What follows belongs to an exercise in optimizing a design on an open flow for small area, a short achievable clock period and few clock cycles per item; a production flow would make more cautious choices.
Only simulation tests tie the RTL to the original design; equivalence was not proved.

==> inputs of v30 <==
## polyline_line_intersection
module polyline_line_intersection #(
  parameter int unsigned MAX_SEGMENTS  = 65536,
  parameter int unsigned FRACTION_BITS = 16
) (
  input  logic               clk,
  input  logic               rst,
  input  logic               cfg_valid,
  output logic               cfg_ready,
  input  logic [1:0]         cfg_index,
  input  logic [31:0]        cfg_data,
  input  logic               pin_valid,
  output logic               pin_ready,
  input  logic signed [31:0] pin_point_x,
  input  logic signed [31:0] pin_point_y,
  input  logic               pin_first_point,
  input  logic               pin_final_point,
  output logic               rout_valid,
  input  logic               rout_ready,
  output logic               rout_hit,
  output logic [15:0]        rout_segment_index,
  output logic [16:0]        rout_fraction,
  output logic signed [31:0] rout_cross_x,
  output logic signed [31:0] rout_cross_y,
  output logic               rout_list_end
);
clock: 11.0 ns
lec_check: 0
abc_area: 1
cap_margin: 40
core_margin: 2
core_utilization: 35
place_density: 0.5
slew_margin: 30
run.sh (not shown) runs the stock make flow with config.mk's settings and CLKGATE_MAP_FILE= SYNTH_SCRIPT=/design/flow/synth_recipe.tcl, a recipe that flattens the netlist after the stock synthesis.
==> v2 (differences from v30) <==
--- a/flow/design.v
+++ b/flow/design.v
@@ -4578,33 +4578,27 @@
         prev_y    <= pin_point_y;
         have_prev <= !pin_final_point;
       end
     end
   end
   logic               r0_v, r0_go, r0_bm;
   logic               r0_cv, r0_clast, r0_chit;
-  logic signed [31:0] r0_cx0, r0_cy0;
-  logic signed [32:0] r0_cdxb, r0_cdyb;
   logic signed [32:0] r0_ux, r0_uy;
   logic signed [31:0] sx, sy;
   assign sx = dirty ? prev_x : pin_point_x;
   assign sy = dirty ? prev_y : pin_point_y;
   always_ff @(posedge clk) begin
     if (rst) begin
       r0_v <= 1'b0;
       r0_cv <= 1'b0;
     end else if (!stall) begin
       r0_v     <= acc || refresh;
       r0_cv   <= acc;
       r0_go    <= have_prev && !pin_first_point;
       r0_clast <= pin_final_point;
-      r0_cx0  <= prev_x;
-      r0_cy0  <= prev_y;
-      r0_cdxb <= 33'(pin_point_x) - 33'(prev_x);
-      r0_cdyb <= 33'(pin_point_y) - 33'(prev_y);
       r0_ux    <= 33'(sx) - 33'(qsx);
       r0_uy    <= 33'(sy) - 33'(qsy);
       r0_bm    <= (pin_point_x > qxmax && prev_x > qxmax) || (pin_point_x < qxmin && prev_x < qxmin) ||
                   (pin_point_y > qymax && prev_y > qymax) || (pin_point_y < qymin && prev_y < qymin);
     end
   end
   logic signed [32:0] ux0, uy0;
@@ -4613,30 +4607,33 @@
   pli_det u_t (.a(r0_uy), .b(r0_ux), .ra(ux0), .rb(uy0), .p(t1));
   always_ff @(posedge clk) begin
     if (!stall && r0_v) begin
       ux0 <= r0_ux;
       uy0 <= r0_uy;
     end
   end
+  logic signed [32:0] r0_cdxb, r0_cdyb;
+  assign r0_cdxb = r0_ux - ux0;
+  assign r0_cdyb = r0_uy - uy0;
   logic signed [32:0] nv, dv, elo, ehi, ylo, yhi;
   logic               vb, hv;
   logic [32:0]        anv, adv;
   always_comb begin
     vb  = (r0_cdxb < 33'sd7) && (r0_cdxb > -33'sd7);
-    elo = 33'(qymin) - 33'(r0_cy0);
-    ehi = 33'(qymax) - 33'(r0_cy0);
+    elo = (ysw ? dya : 33'sd0) - uy0;              
+    ehi = (ysw ? 33'sd0 : dya) - uy0;              
     ylo = (r0_cdyb < 0) ? r0_cdyb : 33'sd0;      
     yhi = (r0_cdyb < 0) ? 33'sd0 : r0_cdyb;      
     if (elo > ylo) ylo = elo;
     if (ehi < yhi) yhi = ehi;
     if (vb) begin
       nv = ylo;
       dv = r0_cdyb;
     end else begin
-      nv = 33'(qsx) - 33'(r0_cx0);
+      nv = -ux0;                                   
       dv = r0_cdxb;
     end
     anv = nv[32] ? 33'(-nv) : 33'(nv);
     adv = dv[32] ? 33'(-dv) : 33'(dv);
     if (vb) hv = ylo < yhi;
     else hv = (dv != 0) && ((nv == 0) || ((nv[32] == dv[32]) && (anv <= adv)));
   end
@@ -4648,16 +4645,16 @@
     if (rst) begin
       r1_v <= 1'b0;
       r1_cv <= 1'b0;
     end else if (!stall) begin
       r1_v  <= r0_v;
       r1_cv    <= r0_cv;
       r1_clast <= r0_clast;
-      r1_cx1   <= 32'(r0_cx0 + r0_cdxb);
-      r1_cy1   <= 32'(r0_cy0 + r0_cdyb);
+      r1_cx1   <= 32'(r0_ux + 33'(qsx));
+      r1_cy1   <= 32'(r0_uy + 33'(qsy));
       r1_go <= r0_go;
       r1_bm <= r0_bm;
       r1_vq <= vq;
       r1_hv <= hv;
       r1_ev <= anv == adv;
       r1_p  <= vq ? FW'(anv) : f1;
       r1_t  <= vq ? FW'(adv) : t1;
@@ -4681,26 +4678,22 @@
            (FW+2)'(st) + (FW+2)'(!s1);
     it   = zt || ((st == !dpos) && e[FW+1]);
     hit2 = r1_cv && r1_go && !r1_bm && (r1_vq ? r1_hv : (hn && it));
     a2   = r1_vq ? r1_p : af0;
     d2   = r1_vq ? r1_t : dd;
   end
   logic [64:0] nm;
+  logic [6:0]  lz;
   logic [66:0] an, dn;
   always_comb begin
     nm = r1_vq ? r1_t[64:0] : (af0[64:0] | (r1_p[64:0] ^ {65{s1}}) | 65'(s1));
-    an = {1'b0, a2};
-    dn = {1'b0, d2};
-    for (int k = 6; k >= 0; k--) begin
-      if ((nm >> (65 - (1 << k))) == '0) begin
-        nm = nm << (1 << k);
-        an = an << (1 << k);
-        dn = dn << (1 << k);
-      end
-    end
+    lz = '0;
+    for (int i = 0; i < 65; i++) if (nm[i]) lz = 7'(64 - i);
+    an = {1'b0, a2} << lz;
+    dn = {1'b0, d2} << lz;
   end
   always_ff @(posedge clk) begin
     if (!stall && r1_v) begin
       af0 <= af1;
       sg0 <= s1;
       z0  <= z1;
     end
Settings changed: CORE_UTILIZATION 35 to 30, PLACE_DENSITY 0.5 to 0.45.
==> comparison table <==
metric                                                      v2         v30
Outcome                               timing/DRC/antenna clean  timing/DRC/antenna clean
Overall routed net length                           1367000 µm  1419000 µm
Detailed route wirelength on metal2                  614800 µm   592300 µm
Combined area of all synthesized cells              286600 µm²  301200 µm²
Met3 track demand over resource in global routing      0.05633     0.08847
Layout cells sized above 1                             0.08829     0.06591
Required time at the endpoint of the critical path    11.77 ns    11.79 ns
Number of fill cells                                     98917       87687
Hold_ws                                              0.3862 ns   0.3726 ns
Net Count, Synth                                         38197       40925
Xor/xnor cell area share of the yosys netlist           0.1024     0.09686
Vias after detailed routing                             244628      262131
Crit Reg-Reg Startpoint                                 dya[1]         ysw
Crit path arrival time                                11.43 ns    11.23 ns
Number of synthesized flops with an enable pin            1925        2055
Delay of the slowest critical-path stage               0.68 ns     0.58 ns
Met1 global-route usage                                 0.3495      0.4115
Testbench counts of v30, summed over its fixed seeds: cycles 3,582, vertices 3,200.
Testbench counts of v2, summed over its fixed seeds: cycles 3,582, vertices 3,200.

==> static timing again, ports no longer ideal <==
No port has a modelled driver above. Below, the same layouts with a new extraction and two added sets of constraints. Step 1 assumes that a clkbuf_16 drives the clock port and a buf_2 every other input. Step 2 times the ports against the registers' clock, not the clock port: input delays grow and output delays shrink by t, the midpoint of the rising clock arrivals with the driver on. Three values: no drivers, after step 1, after step 2; two values: the first two.
run	t, ns	setup WS [ns]	clock arrival spread, ns	worst data-port slew with drivers (ns)
v30	1.220	0.557 / 0.557 / 0.557	0.179 / 0.179	0.53
v2	1.167	0.342 / 0.342 / 0.342	0.113 / 0.113	0.23
After both steps setup and hold are still met in every run listed.
